Context: an optimization exercise on an open-source flow, tuned for small area. The choices shown serve that exercise and are no tape-out recipe.
RTL that was checked went through simulation tests only; none was proved equivalent to the original.
Power figures rest on the tool's default switching activity, not on a simulated workload.

==> inputs of 09-15 <==
==> flow/design.v <==
`timescale 1ns/10ps
module udp_echo_top (
    input  logic        clk,
    input  logic        reset,
    input  logic        miso,
    output logic        sck,
    output logic        mosi,
    output logic        ssel_n,
    input  logic [63:0] tx_data,
    output logic [63:0] rx_data,
    output logic        pkg_timeout
);
    localparam logic [31:0] msg_id = 32'h7469_7277;
    localparam logic [3:0] s_init = 4'd0, s_idle = 4'd2, s_rsr = 4'd3,
        s_pull = 4'd4, s_rd_lo = 4'd5, s_rd_hi = 4'd6, s_recv = 4'd7, s_dest = 4'd8,
        s_push = 4'd9, s_wr_lo = 4'd10, s_wr_hi = 4'd11, s_send = 4'd12,
        s_rd_lo_g = 4'd13, s_rd_hi_g = 4'd14, s_recv_g = 4'd15;
    localparam logic [32*32-1:0] init_rom = {32'h00030800, 32'h00110C56, 32'h00100C09, 32'h000F0C02, 32'h000E0C0A, 32'h000D0CA8, 32'h000C0CC0, 32'h00010C01, 32'h00050C56, 32'h00040C09, 32'h001F0C10, 32'h001E0C10, 32'h00000C02, 32'h00080400, 32'h000704FF, 32'h000604FF, 32'h000504FF, 32'h00040401, 32'h0003040A, 32'h000204A8, 32'h000104C0, 32'h001204C1, 32'h0011040A, 32'h001004A8, 32'h000F04C0, 32'h000E041C, 32'h000D04E3, 32'h000C04CC, 32'h000B04FA, 32'h000A04AF, 32'h000904AA, 32'h002E04D8};
    logic [3:0] state;
    logic [4:0] sub;
    logic [15:0] rd_ptr;
    logic [15:3] wr_ptr;
    logic [7:0] bit_cnt;
    localparam logic [63:0] chain_inv = {32{2'b10}};
    logic [63:0] chain_s;
    logic [63:0] chain;
    logic [47:0] peer_s;
    logic [47:0] peer;
    logic peer_def;
    logic [31:0] rx_low;
    logic rx_valid;
    logic active;
    logic is_pull;
    logic is_push;
    logic is_cmd;
    logic last;
    logic issue;
    logic begin_frame;
    logic done;
    logic ready;
    logic shift_en;
    logic rx_acc;
    logic commit;
    logic peer_load;
    logic [7:0] read_byte;
    logic size_ok;
    logic [31:0] cmdv;
    logic cmd_bit;
    logic [7:0] peer_byte;
    assign active = !ssel_n;
    assign is_pull = (state == s_pull);
    assign is_push = (state == s_push);
    assign is_cmd = !is_pull && !is_push;
    assign last = is_pull ? (bit_cnt == 8'd152) : is_push ? (bit_cnt == 8'd88) : (bit_cnt == 8'd32);
    assign ready = !active && bit_cnt[1:0] == 2'd0;
    assign issue = ready && state != s_idle;
    assign begin_frame = !active && bit_cnt[1];
    assign done = !active && bit_cnt[0];
    assign rx_acc = (state == s_idle) && sub == 5'd31;
    assign commit = issue && state == s_rd_lo_g;
    assign chain = chain_s ^ chain_inv;
    assign peer = peer_s ^ chain_inv[63:16];
    assign read_byte = chain[7:0];
    assign size_ok = (read_byte == 8'd16);
    assign cmd_bit = use_var ? var_byte[~bit_cnt[2:0]] : cmdv[~bit_cnt[4:0]];
    assign mosi = active && !last &&
                  ((is_cmd || bit_cnt < 8'd24) ? cmd_bit : (is_push && chain[63]));
    assign shift_en = active && !last &&
                      (is_push ? (sck && bit_cnt >= 8'd24) :
                       (!sck && !(is_pull && bit_cnt >= 8'd88 && bit_cnt < 8'd120)));
    assign peer_load = active && is_pull && bit_cnt == 8'd120 && !sck && sub[0];
    always_comb begin
        case (sub[2:0])
            3'd1: peer_byte = peer[47:40];
            3'd2: peer_byte = peer[39:32];
            3'd3: peer_byte = peer[31:24];
            3'd4: peer_byte = peer[23:16];
            3'd5: peer_byte = peer[15:8];
            default: peer_byte = peer[7:0];
        endcase
    end
    logic use_var;
    logic var_hi;
    logic [7:0] var_byte;
    logic [7:0] wr_lo_byte;
    assign wr_lo_byte = {wr_ptr[7:3], 3'd0};
    assign var_hi = (is_pull || is_push) ? !bit_cnt[3] : (state == s_rd_hi || state == s_rd_hi_g || state == s_wr_hi);
    always_comb begin
        case (state)
            s_pull, s_rd_lo, s_rd_hi, s_rd_lo_g, s_rd_hi_g: var_byte = var_hi ? rd_ptr[15:8] : rd_ptr[7:0];
            s_push, s_wr_lo, s_wr_hi: var_byte = var_hi ? wr_ptr[15:8] : wr_lo_byte;
            default: var_byte = peer_byte;
        endcase
    end
    always_comb begin
        case (state)
            s_pull, s_push: use_var = !bit_cnt[4];
            s_rd_lo, s_rd_hi, s_rd_lo_g, s_rd_hi_g, s_wr_lo, s_wr_hi: use_var = bit_cnt[4] && bit_cnt[3];
            s_dest: use_var = !peer_def && bit_cnt[4] && bit_cnt[3];
            default: use_var = 1'b0;
        endcase
    end
    always_comb begin
        case (state)
            s_init, s_dest: cmdv = init_rom[32 * sub +: 32];
            s_rsr: cmdv = 32'h0027_0800;
            s_pull: cmdv = 32'h0000_1800;
            s_rd_lo, s_rd_lo_g: cmdv = 32'h0029_0C00;
            s_rd_hi, s_rd_hi_g: cmdv = 32'h0028_0C00;
            s_recv, s_recv_g: cmdv = 32'h0001_0C40;
            s_push: cmdv = 32'h0000_1400;
            s_wr_lo: cmdv = 32'h0025_0C00;
            s_wr_hi: cmdv = 32'h0024_0C00;
            default: cmdv = 32'h0001_0C20;
        endcase
    end
    always_ff @(posedge clk) begin
        if (reset) begin
            ssel_n <= 1'b1;
            sck <= 1'b0;
            bit_cnt <= '0;
        end else if (begin_frame) begin
            ssel_n <= 1'b0;
            sck <= 1'b0;
            bit_cnt <= '0;
        end else if (active) begin
            if (last) begin
                ssel_n <= 1'b1;
                bit_cnt <= bit_cnt + 8'd1;
            end else if (!sck) begin
                sck <= 1'b1;
            end else begin
                sck <= 1'b0;
                bit_cnt <= bit_cnt + 8'd1;
            end
        end else if (done) begin
            bit_cnt <= '0;
        end else if (issue) begin
            bit_cnt <= 8'd2;
        end
    end
    always_ff @(posedge clk) begin
        if (issue) begin
            chain_s <= tx_data ^ chain_inv;
        end else if (shift_en) begin
            chain_s <= {~chain_s[62:0], miso};
        end
    end
    always_ff @(posedge clk) begin
        if (reset) begin
            state <= s_init;
            sub <= '0;
            rd_ptr <= '0;
            wr_ptr <= '0;
        end else if (active) begin
            if (!sck && is_pull && bit_cnt >= 8'd88 && bit_cnt < 8'd120) begin
                sub[0] <= sub[0] && (miso == msg_id[5'd23 - bit_cnt[4:0]]);
            end
        end else if (done) begin
                case (state)
                    s_init: begin
                        if (sub != 5'd31 || read_byte == 8'h22) sub <= sub + 5'd1;
                        if (sub == 5'd31 && read_byte == 8'h22) state <= s_idle;
                    end
                    s_rsr: begin
                        if (read_byte == 8'd0) begin
                            state <= s_idle;
                        end else if (size_ok) begin
                            state <= s_pull;
                        end else begin
                            rd_ptr <= rd_ptr + {8'd0, read_byte};
                            state <= s_rd_lo;
                        end
                    end
                    s_pull: begin
                        rd_ptr <= rd_ptr + 16'd16;
                        state <= s_rd_lo_g;
                    end
                    s_rd_lo: state <= s_rd_hi;
                    s_rd_hi: state <= s_recv;
                    s_rd_lo_g: state <= s_rd_hi_g;
                    s_rd_hi_g: state <= s_recv_g;
                    s_recv: state <= s_idle;
                    s_recv_g: begin
                        sub <= 5'd25;
                        state <= s_dest;
                    end
                    s_dest: begin
                        sub <= sub + 5'd1;
                        if (sub == 5'd30) state <= s_idle;
                    end
                    s_push: begin
                        wr_ptr <= wr_ptr + 13'd1;
                        state <= s_wr_lo;
                    end
                    s_wr_lo: state <= s_wr_hi;
                    s_wr_hi: state <= s_send;
                    default: state <= s_idle;
                endcase
        end else if (state == s_idle) begin
            if (rx_acc) begin
                sub <= 5'd30;
            end else if (sub == 5'd30) begin
                sub <= 5'd1;
                state <= s_push;
            end else if (sub == 5'd10) begin
                sub <= '0;
                state <= s_rsr;
            end else begin
                sub <= sub + 5'd1;
            end
        end else if (issue && is_pull) begin
            sub <= 5'd1;
        end
    end
    always_ff @(posedge clk) begin
        if (reset) begin
            peer_def <= 1'b1;
        end else if (peer_load) begin
            peer_def <= 1'b0;
        end
        if (peer_load) peer_s <= chain_s[63:16];
    end
    always_ff @(posedge clk) begin
        if (reset) begin
            rx_valid <= 1'b0;
            rx_low <= '0;
        end else if (commit && sub[0]) begin
            rx_valid <= 1'b1;
            rx_low <= chain[31:0];
        end
    end
    assign rx_data = {rx_valid ? msg_id : 32'd0, rx_low};
    localparam logic [22:0] lfsr_at_timeout = 23'h30F84F;
    localparam logic [22:0] lfsr_inv = {1'b0, {11{2'b10}}};
    logic [22:0] lfsr_s;
    logic [22:0] lfsr;
    assign lfsr = lfsr_s ^ lfsr_inv;
    always_ff @(posedge clk) begin
        if (reset || rx_acc) begin
            lfsr_s <= lfsr_inv;
            pkg_timeout <= 1'b0;
        end else begin
            lfsr_s <= {lfsr[21:0], ~(lfsr[22] ^ lfsr[17])} ^ lfsr_inv;
            if (lfsr == lfsr_at_timeout) pkg_timeout <= 1'b1;
        end
    end
endmodule
==> flow/flow/run.sh <==
#!/bin/bash
# Own layout flow: the standard flow (standard.sh) with an area-oriented ABC
# script, a clock tree without dummy loads, and small port buffers.
set -euo pipefail
WORK=$(pwd)
# A copy of ORFS's scripts whose only change is the ABC mapping script
rm -rf "$WORK/scripts_mod"
cp -r "$FLOW_HOME/scripts" "$WORK/scripts_mod"
cp "$WORK/flow/abc.script" "$WORK/scripts_mod/abc_speed.script"
export SCRIPTS_DIR="$WORK/scripts_mod"
export CTS_ARGS="-sink_clustering_enable -repair_clock_nets -dont_use_dummy_load -buf_list sky130_fd_sc_hd__clkbuf_16 -sink_clustering_size 22 -sink_clustering_max_diameter 100"
export BUFFER_PORTS_ARGS="-buffer_cell sky130_fd_sc_hd__buf_1"
export SKIP_REPAIR_TIE_FANOUT=1
bash standard.sh > "$WORK/standard_flow.log" 2>&1
==> flow/flow/abc.script <==
strash
&get -n
&fraig -x
&put
scorr
dc2
strash
&get -n
&deepsyn -T 60
&dch -f
&nf -R 1000
&put
==> flow/standard.sh <==
#!/bin/bash
# synth_recipe.tcl (not shown) runs the flow's synth.tcl, then flattens the netlist and writes it again
# the make line also repeats each setting of config.mk as NAME=value (left out here)
make -C /OpenROAD-flow-scripts/flow DESIGN_CONFIG=/design/flow/config.mk WORK_HOME=/design/flow/orfs CLKGATE_MAP_FILE= SYNTH_SCRIPT=/design/flow/synth_recipe.tcl "${@:-finish}"
==> flow/config.mk <==
export PLATFORM = sky130hd
export DESIGN_NAME = udp_echo_top
export DESIGN_NICKNAME = udp_echo_top
export VERILOG_FILES = /design/flow/design.v
export SDC_FILE = /design/flow/constraint.sdc
export NUM_CORES = 4
export LEC_CHECK = 0
export CAP_MARGIN = 20
export CORE_MARGIN = 2
export CORE_UTILIZATION = 40
export SLEW_MARGIN = 20
==> flow/constraint.sdc <==
create_clock -name core_clock -period 5.0 [get_ports {clk}]
set_input_delay 1.0000 -clock core_clock [delete_from_list [all_inputs] [get_ports {clk}]]
set_output_delay 1.0000 -clock core_clock [all_outputs]
set_load 0.01 [all_outputs]
==> inputs of 11-20, as changes to 09-15 <==
--- a/flow/design.v
+++ b/flow/design.v
@@ -12,4 +12,5 @@
 );
     localparam logic [31:0] msg_id = 32'h7469_7277;
+    localparam logic [47:0] default_peer = {8'd192, 8'd168, 8'd10, 8'd2, 16'd2390};
     localparam logic [3:0] s_init = 4'd0, s_idle = 4'd2, s_rsr = 4'd3,
         s_pull = 4'd4, s_rd_lo = 4'd5, s_rd_hi = 4'd6, s_recv = 4'd7, s_dest = 4'd8,
@@ -18,12 +19,14 @@
     localparam logic [32*32-1:0] init_rom = {32'h00030800, 32'h00110C56, 32'h00100C09, 32'h000F0C02, 32'h000E0C0A, 32'h000D0CA8, 32'h000C0CC0, 32'h00010C01, 32'h00050C56, 32'h00040C09, 32'h001F0C10, 32'h001E0C10, 32'h00000C02, 32'h00080400, 32'h000704FF, 32'h000604FF, 32'h000504FF, 32'h00040401, 32'h0003040A, 32'h000204A8, 32'h000104C0, 32'h001204C1, 32'h0011040A, 32'h001004A8, 32'h000F04C0, 32'h000E041C, 32'h000D04E3, 32'h000C04CC, 32'h000B04FA, 32'h000A04AF, 32'h000904AA, 32'h002E04D8};
     logic [3:0] state;
-    logic [4:0] sub;
+    logic waiting;
+    logic done;
+    logic [4:0] sub;         
+    logic [3:0] poll_cnt;
+    logic tx_request;
     logic [15:0] rd_ptr;
     logic [15:3] wr_ptr;
     logic [7:0] bit_cnt;
-    localparam logic [63:0] chain_inv = {32{2'b10}};
-    logic [63:0] chain_s;
+    logic match;
     logic [63:0] chain;
-    logic [47:0] peer_s;
     logic [47:0] peer;
     logic peer_def;
@@ -37,6 +40,4 @@
     logic issue;
     logic begin_frame;
-    logic done;
-    logic ready;
     logic shift_en;
     logic rx_acc;
@@ -48,4 +49,5 @@
     logic cmd_bit;
     logic [7:0] peer_byte;
+    logic [47:0] peer_cur;
     assign active = !ssel_n;
     assign is_pull = (state == s_pull);
@@ -53,12 +55,8 @@
     assign is_cmd = !is_pull && !is_push;
     assign last = is_pull ? (bit_cnt == 8'd152) : is_push ? (bit_cnt == 8'd88) : (bit_cnt == 8'd32);
-    assign ready = !active && bit_cnt[1:0] == 2'd0;
-    assign issue = ready && state != s_idle;
-    assign begin_frame = !active && bit_cnt[1];
-    assign done = !active && bit_cnt[0];
-    assign rx_acc = (state == s_idle) && sub == 5'd31;
+    assign issue = !waiting && state != s_idle;
+    assign begin_frame = waiting && !active && !done;
+    assign rx_acc = (state == s_idle) && sub[1];
     assign commit = issue && state == s_rd_lo_g;
-    assign chain = chain_s ^ chain_inv;
-    assign peer = peer_s ^ chain_inv[63:16];
     assign read_byte = chain[7:0];
     assign size_ok = (read_byte == 8'd16);
@@ -69,13 +67,13 @@
                       (is_push ? (sck && bit_cnt >= 8'd24) :
                        (!sck && !(is_pull && bit_cnt >= 8'd88 && bit_cnt < 8'd120)));
-    assign peer_load = active && is_pull && bit_cnt == 8'd120 && !sck && sub[0];
+    assign peer_load = active && is_pull && bit_cnt == 8'd120 && !sck && match;
     always_comb begin
         case (sub[2:0])
-            3'd1: peer_byte = peer[47:40];
-            3'd2: peer_byte = peer[39:32];
-            3'd3: peer_byte = peer[31:24];
-            3'd4: peer_byte = peer[23:16];
-            3'd5: peer_byte = peer[15:8];
-            default: peer_byte = peer[7:0];
+            3'd0: peer_byte = peer_def ? default_peer[47:40] : peer[47:40];
+            3'd1: peer_byte = peer_def ? default_peer[39:32] : peer[39:32];
+            3'd2: peer_byte = peer_def ? default_peer[31:24] : peer[31:24];
+            3'd3: peer_byte = peer_def ? default_peer[23:16] : peer[23:16];
+            3'd4: peer_byte = peer_def ? default_peer[15:8] : peer[15:8];
+            default: peer_byte = peer_def ? default_peer[7:0] : peer[7:0];
         endcase
     end
@@ -96,6 +94,5 @@
         case (state)
             s_pull, s_push: use_var = !bit_cnt[4];
-            s_rd_lo, s_rd_hi, s_rd_lo_g, s_rd_hi_g, s_wr_lo, s_wr_hi: use_var = bit_cnt[4] && bit_cnt[3];
-            s_dest: use_var = !peer_def && bit_cnt[4] && bit_cnt[3];
+            s_rd_lo, s_rd_hi, s_rd_lo_g, s_rd_hi_g, s_wr_lo, s_wr_hi, s_dest: use_var = bit_cnt[4] && bit_cnt[3];
             default: use_var = 1'b0;
         endcase
@@ -103,5 +100,5 @@
     always_comb begin
         case (state)
-            s_init, s_dest: cmdv = init_rom[32 * sub +: 32];
+            s_init: cmdv = init_rom[32 * sub +: 32];
             s_rsr: cmdv = 32'h0027_0800;
             s_pull: cmdv = 32'h0000_1800;
@@ -109,4 +106,5 @@
             s_rd_hi, s_rd_hi_g: cmdv = 32'h0028_0C00;
             s_recv, s_recv_g: cmdv = 32'h0001_0C40;
+            s_dest: cmdv = {16'h000C + {13'd0, sub[2:0]}, 8'h0C, 8'h00};
             s_push: cmdv = 32'h0000_1400;
             s_wr_lo: cmdv = 32'h0025_0C00;
@@ -116,4 +114,5 @@
     end
     always_ff @(posedge clk) begin
+        done <= 1'b0;
         if (reset) begin
             ssel_n <= 1'b1;
@@ -127,5 +126,5 @@
             if (last) begin
                 ssel_n <= 1'b1;
-                bit_cnt <= bit_cnt + 8'd1;
+                done <= 1'b1;
             end else if (!sck) begin
                 sck <= 1'b1;
@@ -134,15 +133,18 @@
                 bit_cnt <= bit_cnt + 8'd1;
             end
-        end else if (done) begin
-            bit_cnt <= '0;
-        end else if (issue) begin
-            bit_cnt <= 8'd2;
         end
     end
     always_ff @(posedge clk) begin
         if (issue) begin
-            chain_s <= tx_data ^ chain_inv;
+            chain <= tx_data;
         end else if (shift_en) begin
-            chain_s <= {~chain_s[62:0], miso};
+            chain <= {chain[62:0], miso};
+        end
+    end
+    always_ff @(posedge clk) begin
+        if (issue) begin
+            match <= 1'b1;
+        end else if (active && !sck && is_pull && bit_cnt >= 8'd88 && bit_cnt < 8'd120) begin
+            match <= match && (miso == msg_id[5'd23 - bit_cnt[4:0]]);
         end
     end
@@ -150,12 +152,13 @@
         if (reset) begin
             state <= s_init;
+            waiting <= 1'b0;
             sub <= '0;
+            poll_cnt <= '0;
             rd_ptr <= '0;
             wr_ptr <= '0;
-        end else if (active) begin
-            if (!sck && is_pull && bit_cnt >= 8'd88 && bit_cnt < 8'd120) begin
-                sub[0] <= sub[0] && (miso == msg_id[5'd23 - bit_cnt[4:0]]);
-            end
-        end else if (done) begin
+            tx_request <= 1'b0;
+        end else if (waiting) begin
+            if (done) begin
+                waiting <= 1'b0;
                 case (state)
                     s_init: begin
@@ -182,11 +185,8 @@
                     s_rd_hi_g: state <= s_recv_g;
                     s_recv: state <= s_idle;
-                    s_recv_g: begin
-                        sub <= 5'd25;
-                        state <= s_dest;
-                    end
+                    s_recv_g: state <= s_dest;
                     s_dest: begin
                         sub <= sub + 5'd1;
-                        if (sub == 5'd30) state <= s_idle;
+                        if (sub == 5'd5) state <= s_idle;
                     end
                     s_push: begin
@@ -196,20 +196,25 @@
                     s_wr_lo: state <= s_wr_hi;
                     s_wr_hi: state <= s_send;
-                    default: state <= s_idle;
+                    default: begin
+                        tx_request <= 1'b0;
+                        state <= s_idle;
+                    end
                 endcase
+            end
         end else if (state == s_idle) begin
             if (rx_acc) begin
-                sub <= 5'd30;
-            end else if (sub == 5'd30) begin
-                sub <= 5'd1;
+                sub <= '0;
+                tx_request <= 1'b1;
+            end
+            if (tx_request) begin
                 state <= s_push;
-            end else if (sub == 5'd10) begin
-                sub <= '0;
+            end else if (poll_cnt == 4'd10) begin
+                poll_cnt <= '0;
                 state <= s_rsr;
             end else begin
-                sub <= sub + 5'd1;
-            end
-        end else if (issue && is_pull) begin
-            sub <= 5'd1;
+                poll_cnt <= poll_cnt + 4'd1;
+            end
+        end else begin
+            waiting <= 1'b1;
         end
     end
@@ -220,5 +225,5 @@
             peer_def <= 1'b0;
         end
-        if (peer_load) peer_s <= chain_s[63:16];
+        if (peer_load) peer <= chain[63:16];
     end
     always_ff @(posedge clk) begin
@@ -226,5 +231,5 @@
             rx_valid <= 1'b0;
             rx_low <= '0;
-        end else if (commit && sub[0]) begin
+        end else if (commit && match) begin
             rx_valid <= 1'b1;
             rx_low <= chain[31:0];
@@ -233,14 +238,11 @@
     assign rx_data = {rx_valid ? msg_id : 32'd0, rx_low};
     localparam logic [22:0] lfsr_at_timeout = 23'h30F84F;
-    localparam logic [22:0] lfsr_inv = {1'b0, {11{2'b10}}};
-    logic [22:0] lfsr_s;
     logic [22:0] lfsr;
-    assign lfsr = lfsr_s ^ lfsr_inv;
     always_ff @(posedge clk) begin
         if (reset || rx_acc) begin
-            lfsr_s <= lfsr_inv;
+            lfsr <= '0;
             pkg_timeout <= 1'b0;
         end else begin
-            lfsr_s <= {lfsr[21:0], ~(lfsr[22] ^ lfsr[17])} ^ lfsr_inv;
+            lfsr <= {lfsr[21:0], ~(lfsr[22] ^ lfsr[17])};
             if (lfsr == lfsr_at_timeout) pkg_timeout <= 1'b1;
         end
--- a/flow/flow/run.sh
+++ b/flow/flow/run.sh
@@ -9,6 +9,5 @@
 cp "$WORK/flow/abc.script" "$WORK/scripts_mod/abc_speed.script"
 export SCRIPTS_DIR="$WORK/scripts_mod"
-export CTS_ARGS="-sink_clustering_enable -repair_clock_nets -dont_use_dummy_load -buf_list sky130_fd_sc_hd__clkbuf_16 -sink_clustering_size 22 -sink_clustering_max_diameter 100"
+export CTS_ARGS="-sink_clustering_enable -repair_clock_nets -dont_use_dummy_load -buf_list sky130_fd_sc_hd__clkbuf_8 -sink_clustering_size 16 -sink_clustering_max_diameter 80"
 export BUFFER_PORTS_ARGS="-buffer_cell sky130_fd_sc_hd__buf_1"
-export SKIP_REPAIR_TIE_FANOUT=1
 bash standard.sh > "$WORK/standard_flow.log" 2>&1
==> inputs of 04-10, as changes to 09-15 <==
--- a/flow/design.v
+++ b/flow/design.v
@@ -27,5 +27,4 @@
     logic [47:0] peer_s;
     logic [47:0] peer;
-    logic peer_def;
     logic [31:0] rx_low;
     logic rx_valid;
@@ -48,4 +47,8 @@
     logic cmd_bit;
     logic [7:0] peer_byte;
+    logic use_var;
+    logic var_hi;
+    logic [7:0] var_byte;
+    logic [7:0] wr_lo_byte;
     assign active = !ssel_n;
     assign is_pull = (state == s_pull);
@@ -80,8 +83,4 @@
         endcase
     end
-    logic use_var;
-    logic var_hi;
-    logic [7:0] var_byte;
-    logic [7:0] wr_lo_byte;
     assign wr_lo_byte = {wr_ptr[7:3], 3'd0};
     assign var_hi = (is_pull || is_push) ? !bit_cnt[3] : (state == s_rd_hi || state == s_rd_hi_g || state == s_wr_hi);
@@ -97,5 +96,5 @@
             s_pull, s_push: use_var = !bit_cnt[4];
             s_rd_lo, s_rd_hi, s_rd_lo_g, s_rd_hi_g, s_wr_lo, s_wr_hi: use_var = bit_cnt[4] && bit_cnt[3];
-            s_dest: use_var = !peer_def && bit_cnt[4] && bit_cnt[3];
+            s_dest: use_var = rx_valid && bit_cnt[4] && bit_cnt[3];
             default: use_var = 1'b0;
         endcase
@@ -158,44 +157,44 @@
             end
         end else if (done) begin
-                case (state)
-                    s_init: begin
-                        if (sub != 5'd31 || read_byte == 8'h22) sub <= sub + 5'd1;
-                        if (sub == 5'd31 && read_byte == 8'h22) state <= s_idle;
+            case (state)
+                s_init: begin
+                    if (sub != 5'd31 || read_byte == 8'h22) sub <= sub + 5'd1;
+                    if (sub == 5'd31 && read_byte == 8'h22) state <= s_idle;
+                end
+                s_rsr: begin
+                    if (read_byte == 8'd0) begin
+                        state <= s_idle;
+                    end else if (size_ok) begin
+                        state <= s_pull;
+                    end else begin
+                        rd_ptr <= rd_ptr + {8'd0, read_byte};
+                        state <= s_rd_lo;
                     end
-                    s_rsr: begin
-                        if (read_byte == 8'd0) begin
-                            state <= s_idle;
-                        end else if (size_ok) begin
-                            state <= s_pull;
-                        end else begin
-                            rd_ptr <= rd_ptr + {8'd0, read_byte};
-                            state <= s_rd_lo;
-                        end
-                    end
-                    s_pull: begin
-                        rd_ptr <= rd_ptr + 16'd16;
-                        state <= s_rd_lo_g;
-                    end
-                    s_rd_lo: state <= s_rd_hi;
-                    s_rd_hi: state <= s_recv;
-                    s_rd_lo_g: state <= s_rd_hi_g;
-                    s_rd_hi_g: state <= s_recv_g;
-                    s_recv: state <= s_idle;
-                    s_recv_g: begin
-                        sub <= 5'd25;
-                        state <= s_dest;
-                    end
-                    s_dest: begin
-                        sub <= sub + 5'd1;
-                        if (sub == 5'd30) state <= s_idle;
-                    end
-                    s_push: begin
-                        wr_ptr <= wr_ptr + 13'd1;
-                        state <= s_wr_lo;
-                    end
-                    s_wr_lo: state <= s_wr_hi;
-                    s_wr_hi: state <= s_send;
-                    default: state <= s_idle;
-                endcase
+                end
+                s_pull: begin
+                    rd_ptr <= rd_ptr + 16'd16;
+                    state <= s_rd_lo_g;
+                end
+                s_rd_lo: state <= s_rd_hi;
+                s_rd_hi: state <= s_recv;
+                s_rd_lo_g: state <= s_rd_hi_g;
+                s_rd_hi_g: state <= s_recv_g;
+                s_recv: state <= s_idle;
+                s_recv_g: begin
+                    sub <= 5'd25;
+                    state <= s_dest;
+                end
+                s_dest: begin
+                    sub <= sub + 5'd1;
+                    if (sub == 5'd30) state <= s_idle;
+                end
+                s_push: begin
+                    wr_ptr <= wr_ptr + 13'd1;
+                    state <= s_wr_lo;
+                end
+                s_wr_lo: state <= s_wr_hi;
+                s_wr_hi: state <= s_send;
+                default: state <= s_idle;
+            endcase
         end else if (state == s_idle) begin
             if (rx_acc) begin
@@ -215,9 +214,4 @@
     end
     always_ff @(posedge clk) begin
-        if (reset) begin
-            peer_def <= 1'b1;
-        end else if (peer_load) begin
-            peer_def <= 1'b0;
-        end
         if (peer_load) peer_s <= chain_s[63:16];
     end
--- a/flow/flow/run.sh
+++ b/flow/flow/run.sh
@@ -9,5 +9,5 @@
 cp "$WORK/flow/abc.script" "$WORK/scripts_mod/abc_speed.script"
 export SCRIPTS_DIR="$WORK/scripts_mod"
-export CTS_ARGS="-sink_clustering_enable -repair_clock_nets -dont_use_dummy_load -buf_list sky130_fd_sc_hd__clkbuf_16 -sink_clustering_size 22 -sink_clustering_max_diameter 100"
+export CTS_ARGS="-sink_clustering_enable -repair_clock_nets -dont_use_dummy_load -buf_list sky130_fd_sc_hd__clkbuf_8 -sink_clustering_size 14 -sink_clustering_max_diameter 70"
 export BUFFER_PORTS_ARGS="-buffer_cell sky130_fd_sc_hd__buf_1"
 export SKIP_REPAIR_TIE_FANOUT=1
==> flow/flow/README.md (new file) <==
Own flow: bench's standard flow (standard.sh, standard synthesis and layout) with
- an area-oriented ABC script (abc.script) in place of ORFS's abc_speed.script,
- clock tree synthesis without dummy loads, with clkbuf_8 clusters,
- port buffers of sky130_fd_sc_hd__buf_1 (every input and output still gets one),
- a single tie cell for the constant outputs (SKIP_REPAIR_TIE_FANOUT).
make's output goes to standard_flow.log; each ORFS step logs under orfs/logs/.
Settings changed: CORE_UTILIZATION 40 to 55, PLACE_DENSITY from default to 0.65.
==> impl_results.md <==
* Synth Area in Simple Gates at 0.150
* Wl on met1 at roughly 12 mm
* Final worst slack at about 0.23 ns
* Status: no timing/DRC/antenna violations
* FMAX at ~210 MHz
* Met2 Track Usage GR at 0.429
* # clk buffers at 20
* RSZ-0062 raised after global routing: false
* P_sw at 1600 uW
* Combinational Power at 1190 uW
The numbers above come from 04-10.

==> impl_results.md <==
* FMAX at 209 MHz
* Yosys Warn Count at 1
* Wl on met1 at 11.9 mm
* Combinational Power at 1230 uW
* RSZ-0062 raised after global routing: false
* Synth Area in Simple Gates at 0.155
* # clk buffers at 15
* Area Overhead vs Synth at 12.8%
* P_sw at around 1600 uW
* Final worst slack at ~0.21 ns
* Fraction of layout cells with a size suffix above 1 at 0.0490
* Fin crit share at 0.957
* Hold Buf Count CTS at 0
* WL final at roughly 26 mm
* Status: no timing/DRC/antenna violations
* Non-clock buffers at roughly 140
* Met2 Track Usage GR at 0.313
The numbers above come from 09-15.

==> impl_results.md <==
* Status: no timing/DRC/antenna violations
* ANT cells at 0
* Final worst slack at between 0.2 and 0.3 ns
* WS Path Type: reg -> out
* Synth Area in Simple Gates at 0.140
* FMAX at 212 MHz
* Top-Level Pins at roughly 140
* Combinational Power at ~160 uW
* Wl on met1 at between 10 and 15 mm
* First-pass GRT wire length at around 42 mm
* Flip-flop and latch count at roughly 230
* # clk buffers at 19
* Die height at 164 um
* Met2 Track Usage GR at 0.319
* Ys async rst share at 0
The numbers above come from 11-20.

For 11-20, only the layout was checked, not whether the RTL still works.

## static timing again, ports no longer ideal
In the flow no input, the clock included, has a driving cell. The finished layouts below were timed again as built, in two steps. Step 1 assumes that a clkbuf_16 drives the clock port and a buf_2 every other input. Step 2, shift: input delay + t, output delay - t, t = (earliest + latest rising clock arrival at the registers) / 2. This alone moves slack from input paths to output paths. Slacks: ideal / step 1 / step 2; pairs: ideal / step 1.
run | shift t [ns] | setup slack, ns | worst setup path after step 2
09-15 | 0.514 | 0.215 / 0.170 / 0.684 | register to output
11-20 | 0.562 | 0.291 / 0.243 / 0.805 | register to output
04-10 | 0.534 | 0.225 / 0.186 / 0.721 | register to output
After both steps setup and hold are still met in every run listed.
